Context: an optimization exercise on an open-source flow, tuned for small area. The choices shown serve that exercise and are no tape-out recipe. RTL that was checked went through simulation tests only; none was proved equivalent to the original.

== run D ==
==> flow/design.v <==
module core_id_pipe #(
  parameter int unsigned XLEN = 32,
  parameter int unsigned NREG = 32
) (
  input  logic            i_clk,
  input  logic            i_rst_n,
  input  logic            i_valid,
  output logic            o_ready,
  input  logic [31:0]     i_instr,
  input  logic [XLEN-1:0] i_pc,
  input  logic            i_flush,
  input  logic            i_ex_valid,
  input  logic            i_ex_mem_read,
  input  logic [4:0]      i_ex_rd,
  input  logic            i_wb_reg_write,
  input  logic [4:0]      i_wb_rd,
  input  logic [XLEN-1:0] i_rd_din,
  output logic            o_valid,
  input  logic            i_ready,
  output logic [XLEN-1:0] o_pc,
  output logic [6:0]      o_opcode,
  output logic [2:0]      o_funct3,
  output logic [6:0]      o_funct7,
  output logic [4:0]      o_rd,
  output logic [4:0]      o_rs1,
  output logic [4:0]      o_rs2,
  output logic [XLEN-1:0] o_imm,
  output logic [XLEN-1:0] o_rs1_dout,
  output logic [XLEN-1:0] o_rs2_dout,
  output logic            o_illegal
);
  localparam logic [6:0] OP_LUI    = 7'b0110111;
  localparam logic [6:0] OP_AUIPC  = 7'b0010111;
  localparam logic [6:0] OP_JAL    = 7'b1101111;
  localparam logic [6:0] OP_JALR   = 7'b1100111;
  localparam logic [6:0] OP_BRANCH = 7'b1100011;
  localparam logic [6:0] OP_LOAD   = 7'b0000011;
  localparam logic [6:0] OP_STORE  = 7'b0100011;
  localparam logic [6:0] OP_IMM    = 7'b0010011;
  localparam logic [6:0] OP_OP     = 7'b0110011;
  localparam logic [6:0] OP_MISC   = 7'b0001111;
  localparam logic [6:0] OP_SYSTEM = 7'b1110011;
  logic [6:0] opcode;
  logic [4:0] rs1, rs2;
  logic       uses_rs1, uses_rs2, hazard, load_en;
  assign opcode = i_instr[6:0];
  assign rs1    = i_instr[19:15];
  assign rs2    = i_instr[24:20];
  always_comb begin : use_dec
    uses_rs1 = 1'b1;
    uses_rs2 = 1'b0;
    case (opcode)
      OP_LUI, OP_AUIPC, OP_JAL:     uses_rs1 = 1'b0;
      OP_STORE, OP_BRANCH, OP_OP:   uses_rs2 = 1'b1;
      default: ;
    endcase
  end
  assign hazard = i_valid & i_ex_valid & i_ex_mem_read & (i_ex_rd != 5'd0)
                & ((uses_rs1 & (rs1 == i_ex_rd)) | (uses_rs2 & (rs2 == i_ex_rd)));
  assign load_en = ~o_valid | i_ready;
  assign o_ready = i_flush | (load_en & ~hazard);
  logic [31:0] ir;
  always_ff @(posedge i_clk or negedge i_rst_n) begin : id_ex_valid
    if (!i_rst_n)
      o_valid <= 1'b0;
    else if (i_flush)
      o_valid <= 1'b0;
    else if (load_en)
      o_valid <= i_valid & ~hazard;
  end
  always_ff @(posedge i_clk) begin : id_ex_payload
    if (load_en) begin
      ir   <= i_instr;
      o_pc <= i_pc;
    end
  end
  assign o_opcode = ir[6:0];
  assign o_rd     = ir[11:7];
  assign o_funct3 = ir[14:12];
  assign o_rs1    = ir[19:15];
  assign o_rs2    = ir[24:20];
  assign o_funct7 = ir[31:25];
  always_comb begin : imm_dec
    o_illegal = 1'b0;
    o_imm     = '0;
    case (ir[6:0])
      OP_LUI, OP_AUIPC:
        o_imm = {ir[31:12], 12'b0};
      OP_JAL:
        o_imm = {{12{ir[31]}}, ir[19:12], ir[20], ir[30:21], 1'b0};
      OP_JALR, OP_LOAD, OP_IMM, OP_MISC, OP_SYSTEM:
        o_imm = {{20{ir[31]}}, ir[31:20]};
      OP_STORE:
        o_imm = {{20{ir[31]}}, ir[31:25], ir[11:7]};
      OP_BRANCH:
        o_imm = {{20{ir[31]}}, ir[7], ir[30:25], ir[11:8], 1'b0};
      OP_OP: ;
      default:
        o_illegal = 1'b1;
    endcase
  end
  logic [XLEN-1:0] rf [NREG];
  logic [NREG-1:0] we, sel1, sel2;
  logic [XLEN-1:0] wdata;
  assign rf[0] = '0;
  assign we[0] = 1'b0;
  assign wdata = i_rd_din & {XLEN{i_rst_n}};
  for (genvar g = 1; g < NREG; g++) begin : g_rf
    assign we[g] = ~i_rst_n | (i_wb_reg_write & (i_wb_rd == g));
    always_ff @(posedge i_clk) begin
      if (we[g])
        rf[g] <= wdata;
    end
  end
  always_comb begin : rd_sel
    for (int i = 0; i < NREG; i++) begin
      sel1[i] = (i != 0) & (o_rs1 == i);
      sel2[i] = (i != 0) & (o_rs2 == i);
    end
  end
  for (genvar b = 0; b < XLEN; b++) begin : g_rd
    logic [10:0] n1, n2;
    for (genvar k = 0; k < 10; k++) begin : g_grp
      core_id_pipe_aoi222 u_p1 (
        .a1(sel1[3*k+1]), .a2(rf[3*k+1][b]),
        .b1(sel1[3*k+2]), .b2(rf[3*k+2][b]),
        .c1(sel1[3*k+3]), .c2(rf[3*k+3][b]),
        .y (n1[k]));
      core_id_pipe_aoi222 u_p2 (
        .a1(sel2[3*k+1]), .a2(rf[3*k+1][b]),
        .b1(sel2[3*k+2]), .b2(rf[3*k+2][b]),
        .c1(sel2[3*k+3]), .c2(rf[3*k+3][b]),
        .y (n2[k]));
    end
    assign n1[10] = ~(sel1[31] & rf[31][b]);
    assign n2[10] = ~(sel2[31] & rf[31][b]);
    assign o_rs1_dout[b] = ~&n1;
    assign o_rs2_dout[b] = ~&n2;
  end
endmodule
module core_id_pipe_aoi222 (
  input  logic a1, a2, b1, b2, c1, c2,
  output logic y
);
  assign y = ~((a1 & a2) | (b1 & b2) | (c1 & c2));
endmodule
==> flow/config.mk <==
export PLATFORM = sky130hd
export DESIGN_NAME = core_id_pipe
export DESIGN_NICKNAME = core_id_pipe
export VERILOG_FILES = /design/flow/design.v
export SDC_FILE = /design/flow/constraint.sdc
export NUM_CORES = 8
export LEC_CHECK = 0
export CAP_MARGIN = 10
export CORE_MARGIN = 2
export CORE_UTILIZATION = 55
export PLACE_DENSITY = 0.68
export SETUP_SLACK_MARGIN = 0.15
export SLEW_MARGIN = 10
export SYNTH_HIERARCHICAL = 1
==> flow/constraint.sdc <==
create_clock -name core_clock -period 5.0 [get_ports {i_clk}]
set_input_delay 1.0000 -clock core_clock [delete_from_list [all_inputs] [get_ports {i_clk}]]
set_output_delay 1.0000 -clock core_clock [all_outputs]
set_load 0.01 [all_outputs]
standard.sh (not shown) runs the stock make flow with config.mk's settings and CLKGATE_MAP_FILE= SYNTH_SCRIPT=/design/flow/synth_recipe.tcl, a recipe that flattens the netlist after the stock synthesis.
==> flow/flow/run.sh <==
#!/bin/bash
# Standard ORFS layout with three changes: port buffers use the smallest
# buffer, clock tree synthesis inserts no dummy loads and clusters more
# sinks per leaf buffer. Every make variable below is passed on the
# command line so that it overrides the standard flow's config.mk.
set -euo pipefail
CTS="-sink_clustering_enable -repair_clock_nets -dont_use_dummy_load -sink_clustering_size 25 -sink_clustering_max_diameter 80"
bash standard.sh \
  "BUFFER_PORTS_ARGS=-buffer_cell sky130_fd_sc_hd__buf_1" \
  "CTS_ARGS=$CTS" \
  finish > make_finish.log 2>&1
For run E, these inputs were changed with respect to run D:
-- flow/design.v --
<<< run D, line 106
  assign we[0] = 1'b0;
  assign wdata = i_rd_din & {XLEN{i_rst_n}};
  for (genvar g = 1; g < NREG; g++) begin : g_rf
    assign we[g] = ~i_rst_n | (i_wb_reg_write & (i_wb_rd == g));
    always_ff @(posedge i_clk) begin
      if (we[g])
        rf[g] <= wdata;
    end
  end
  always_comb begin : rd_sel
    for (int i = 0; i < NREG; i++) begin
      sel1[i] = (i != 0) & (o_rs1 == i);
      sel2[i] = (i != 0) & (o_rs2 == i);
    end
  end
>>> run E, line 106
  assign we[0] = 1'b0;
  assign wdata = i_rd_din & {XLEN{i_rst_n}};
  logic [7:0] wh, h1, h2;
  logic [3:0] wl, l1, l2;
  always_comb begin : predec
    for (int j = 0; j < 8; j++) begin
      wh[j] = ~i_rst_n | (i_wb_rd[4:2] == j);
      h1[j] = (o_rs1[4:2] == j);
      h2[j] = (o_rs2[4:2] == j);
    end
    for (int k = 0; k < 4; k++) begin
      wl[k] = ~i_rst_n | (i_wb_reg_write & (i_wb_rd[1:0] == k));
      l1[k] = (o_rs1[1:0] == k);
      l2[k] = (o_rs2[1:0] == k);
    end
  end
  assign sel1[0] = 1'b0;
  assign sel2[0] = 1'b0;
  for (genvar g = 1; g < NREG; g++) begin : g_rf
    core_id_pipe_and2 u_we (.a(wh[g/4]), .b(wl[g%4]), .y(we[g]));
    core_id_pipe_and2 u_s1 (.a(h1[g/4]), .b(l1[g%4]), .y(sel1[g]));
    core_id_pipe_and2 u_s2 (.a(h2[g/4]), .b(l2[g%4]), .y(sel2[g]));
    always_ff @(posedge i_clk) begin
      if (we[g])
        rf[g] <= wdata;
    end
  end
<<< run D, line 145
  assign y = ~((a1 & a2) | (b1 & b2) | (c1 & c2));
endmodule
>>> run E, line 157
  assign y = ~((a1 & a2) | (b1 & b2) | (c1 & c2));
endmodule
module core_id_pipe_and2 (
  input  logic a, b,
  output logic y
);
  assign y = a & b;
endmodule
### Flow results
- Compared with run D, global-route wire length before repair in run E increased by a few percent.
- Run E: global-route total usage across every layer is 1.3 points higher than what run D reported.
- In run E relative to run D, via count of the first global-routing pass had gone up slightly.
- For run E, the standard cell with the maximum stage delay on the critical path was sky130_fd_sc_hd__and2_1, unlike run D, where it was sky130_fd_sc_hd__nand2b_1.
- Where post-route minimum period is concerned, run D is outperformed by run E.
- Fraction of cell area in non-clock buffers, run E and run D: higher on run D
- Of run E and run D, the run reporting the higher non-clock buffer count was run D.
No functional check of the RTL was part of run D.

## separate check: timing with driven ports
How much do the figures lean on ideal ports? The routed layouts below were timed once more, with nothing changed but the port constraints. Step 1, drivers: a clkbuf_16 drives i_clk and a buf_2 each remaining input, both assumed. Step 2, shift: input delay + t, output delay - t, t = (earliest + latest rising clock arrival at the registers) / 2. This alone moves slack from input paths to output paths. Three values: no drivers, after step 1, after step 2; two values: the first two.
run	t (ns)	setup WS [ns]	worst setup path after step 2	worst data-port slew with drivers (ns)
run D	0.701	0.170 / 0.102 / 0.803	register to output	0.07
run E	0.708	0.238 / 0.169 / 0.876	register to output	0.10
After both steps setup and hold are still met in every run listed.
